Context: an optimization exercise on an open-source flow, tuned for small area, a short achievable clock period and few clock cycles per item. The choices shown serve that exercise and are no tape-out recipe.
At most, simulation tests tie the RTL to the original design; equivalence was not proved.
Power and IR drop assume default switching activity.

JK:
Design four_key_debounce_long_press_events, start of the top module:
module four_key_debounce_long_press_events #(
  parameter int TIME_BITS = fkd_pkg::TIME_BITS_DEF
) (
  input  logic                         clk,
  input  logic                         rst_n,
  input  logic                         in_valid,
  output logic                         in_ready,
  input  logic                         in_operation,
  input  logic [fkd_pkg::NOW_W-1:0]    in_now_time,
  input  logic [fkd_pkg::NUM_KEYS-1:0] in_raw_pressed,
  output logic                         out_valid,
  input  logic                         out_ready,
  output logic [fkd_pkg::EV_W-1:0]     out_event_code,
  output logic [fkd_pkg::NUM_KEYS-1:0] out_stable_keys,
  input  logic                         cfg_valid,
  output logic                         cfg_ready,
  input  logic [fkd_pkg::CFG_IDX_W-1:0] cfg_index,
  input  logic [fkd_pkg::MS_W-1:0]     cfg_data
);
  localparam int RES_W = EV_W + NUM_KEYS;
  logic                 in_ready_r;
  logic                 accept;
  logic                 tick_q, fetch_q;
  logic [TIME_BITS-1:0] now_q;
  logic [NUM_KEYS-1:0]  raw_q;
  logic                 deb_we_q, long_we_q;
  logic [MS_W-1:0]      cfg_data_q;
  assign cfg_ready = 1'b1;
  assign in_ready  = in_ready_r;
  assign accept    = in_valid && in_ready_r;
  always_ff @(posedge clk) begin
    if (!rst_n) begin
      tick_q    <= 1'b0;
      fetch_q   <= 1'b0;
      deb_we_q  <= 1'b0;
      long_we_q <= 1'b0;
    end else begin
      tick_q    <= accept && (in_operation == OP_TICK);
      fetch_q   <= accept && (in_operation == OP_FETCH);
      deb_we_q  <= cfg_valid && (cfg_index == CFG_DEBOUNCE);
  ...
export LEC_CHECK = 0
export CAP_MARGIN = 20
export CORE_MARGIN = 2
export CORE_UTILIZATION = 40
export SLEW_MARGIN = 20
create_clock -name core_clock -period 13.0 [get_ports {clk}]
standard.sh (not shown) runs the stock make flow with config.mk's settings and CLKGATE_MAP_FILE= SYNTH_SCRIPT=/design/flow/synth_recipe.tcl, a recipe that flattens the netlist after the stock synthesis.
==> flow/flow/run.sh <==
#!/bin/bash
# Own layout flow: the standard flow (standard synthesis unchanged), with
# timing repair aimed below the clock period and stronger port buffers.
set -euo pipefail
export SETUP_SLACK_MARGIN=${SETUP_SLACK_MARGIN:-9.6}
export BUFFER_PORTS_ARGS="-buffer_cell sky130_fd_sc_hd__buf_4"
bash standard.sh > std_flow.log 2>&1
Per the final summary, JK finished and its layout is clean on timing, DRC and antenna.
Edits applied to the flow inputs when going from JK to MS:
diff --git a/flow/flow/run.sh b/flow/flow/run.sh
--- a/flow/flow/run.sh
+++ b/flow/flow/run.sh
@@ -4,3 +4,3 @@
 set -euo pipefail
-export SETUP_SLACK_MARGIN=${SETUP_SLACK_MARGIN:-9.6}
+export SETUP_SLACK_MARGIN=${SETUP_SLACK_MARGIN:-9.9}
 export BUFFER_PORTS_ARGS="-buffer_cell sky130_fd_sc_hd__buf_4"
## What came out
MS ends up with a routed wire length that is 1.8% lower than in JK.
Comparing the two runs side by side, MS comes out ahead of JK on clock power.
On MS: minimum setup slack after placement is 0.11 ns lower than what JK gave.
Each of the runs, namely JK and MS, reached the end of the flow and came out clean.
### MS -> AL
diff --git a/flow/flow/run.sh b/flow/flow/run.sh
--- a/flow/flow/run.sh
+++ b/flow/flow/run.sh
@@ -4,3 +4,3 @@
 set -euo pipefail
-export SETUP_SLACK_MARGIN=${SETUP_SLACK_MARGIN:-9.9}
+export SETUP_SLACK_MARGIN=${SETUP_SLACK_MARGIN:-9.6}
 export BUFFER_PORTS_ARGS="-buffer_cell sky130_fd_sc_hd__buf_4"
diff --git a/flow/config.mk b/flow/config.mk
--- a/flow/config.mk
+++ b/flow/config.mk
@@ -9,3 +9,5 @@
 export CORE_MARGIN = 2
-export CORE_UTILIZATION = 40
+export CORE_UTILIZATION = 55
+export CTS_BUF_LIST = sky130_fd_sc_hd__clkbuf_8
+export CTS_CLUSTER_SIZE = 25
 export SLEW_MARGIN = 20
- AL has less setup slack than MS.
- Clock-buffer cell count (AL / MS): 1.3
- Diff MS -> AL | overall power | increase of 17 uW
- For the number of cells on the worst hold path, AL came in 2 lower than MS did.
- In the floorplan summary, AL is listed with a die area less than that of MS.
- In AL, routed wire length is higher than in MS.
- AL vs MS: number of well taps down
No run of this note included a check of the RTL's function; only the layout flow was run.


Another version of the RTL of four_key_debounce_long_press_events (not shown whole).
For scale: about 70 I/O pins, ~13000 um^2 of cells after synthesis.
clock: 13.0 ns
lec_check: 0
cap_margin: 20
core_margin: 2
core_utilization: 55
cts_buf_list: sky130_fd_sc_hd__clkbuf_16
cts_cluster_diameter: 100
cts_cluster_size: 30
slew_margin: 20
==> flow/flow/run.sh <==
#!/bin/bash
# Own layout flow: the standard flow (standard synthesis unchanged), with
# timing repair aimed below the clock period, strong output port buffers and
# small input port buffers. Each tool's output goes to the logs under orfs/.
set -euo pipefail
here=$(pwd)
export SETUP_SLACK_MARGIN=${SETUP_SLACK_MARGIN:-9.3}
export BUFFER_PORTS_ARGS="-buffer_cell sky130_fd_sc_hd__buf_4"
export PRE_RESIZE_TCL=$here/flow/ports.tcl
bash standard.sh > std_flow.log 2>&1
==> flow/flow/ports.tcl <==
# Sourced before the placement resize step: the input ports keep their own
# buffer, but the smallest one; timing repair upsizes any that need it.
foreach inst [get_cells input*] {
  if { [get_property [get_lib_cells -of_objects $inst] name] == "sky130_fd_sc_hd__buf_4" } {
    replace_cell $inst sky130_fd_sc_hd__buf_1
  }
}
Testbench counts at the start, summed over its fixed seeds: cycles 32,016, items 32,000.
==> next run, changes <==
--- a/flow/flow/run.sh
+++ b/flow/flow/run.sh
@@ -5,5 +5,5 @@
 set -euo pipefail
 here=$(pwd)
-export SETUP_SLACK_MARGIN=${SETUP_SLACK_MARGIN:-9.3}
+export SETUP_SLACK_MARGIN=${SETUP_SLACK_MARGIN:-9.4}
 export BUFFER_PORTS_ARGS="-buffer_cell sky130_fd_sc_hd__buf_4"
 export PRE_RESIZE_TCL=$here/flow/ports.tcl
=> Power stays flat. Area after synthesis is unchanged. Register-to-register slack gets better by 180 ps. First-iteration DRC count decreases by 1.2%. Fmax increases by 0.89%.

-- re-timing with driven ports --
How much do the figures lean on ideal ports? The routed layouts below were timed once more, with nothing changed but the port constraints.
Step 1: set_driving_cell puts a clkbuf_16 on clk and a buf_2 on each other input, an assumption about the parent block.
Step 2, shift: input delay + t, output delay - t, t = (earliest + latest rising clock arrival at the registers) / 2. This alone moves slack from input paths to output paths.
Slacks: ideal ports / drivers / drivers and shift; pairs: ideal ports / drivers.
| run | shift t [ns] | slack for setup (ns) | cell pins on the clock port's net |
|---|---|---|---|
| JK | 0.603 | 9.311 / 9.259 / 9.191 | 1 |
| MS | 0.593 | 9.303 / 9.251 / 9.230 | 1 |
| AL | 0.609 | 9.296 / 9.249 / 9.104 | 1 |
| the first run of note 2 | 0.532 | 9.398 / 9.351 / 9.019 | 1 |
| the second run of note 2 | 0.532 | 9.430 / 9.383 / 9.028 | 1 |
After both steps setup and hold are still met in every run listed. For the second run of note 2, which loses most, drivers alone change the setup slack by -0.047 ns; drivers and shift together by -0.402 ns.
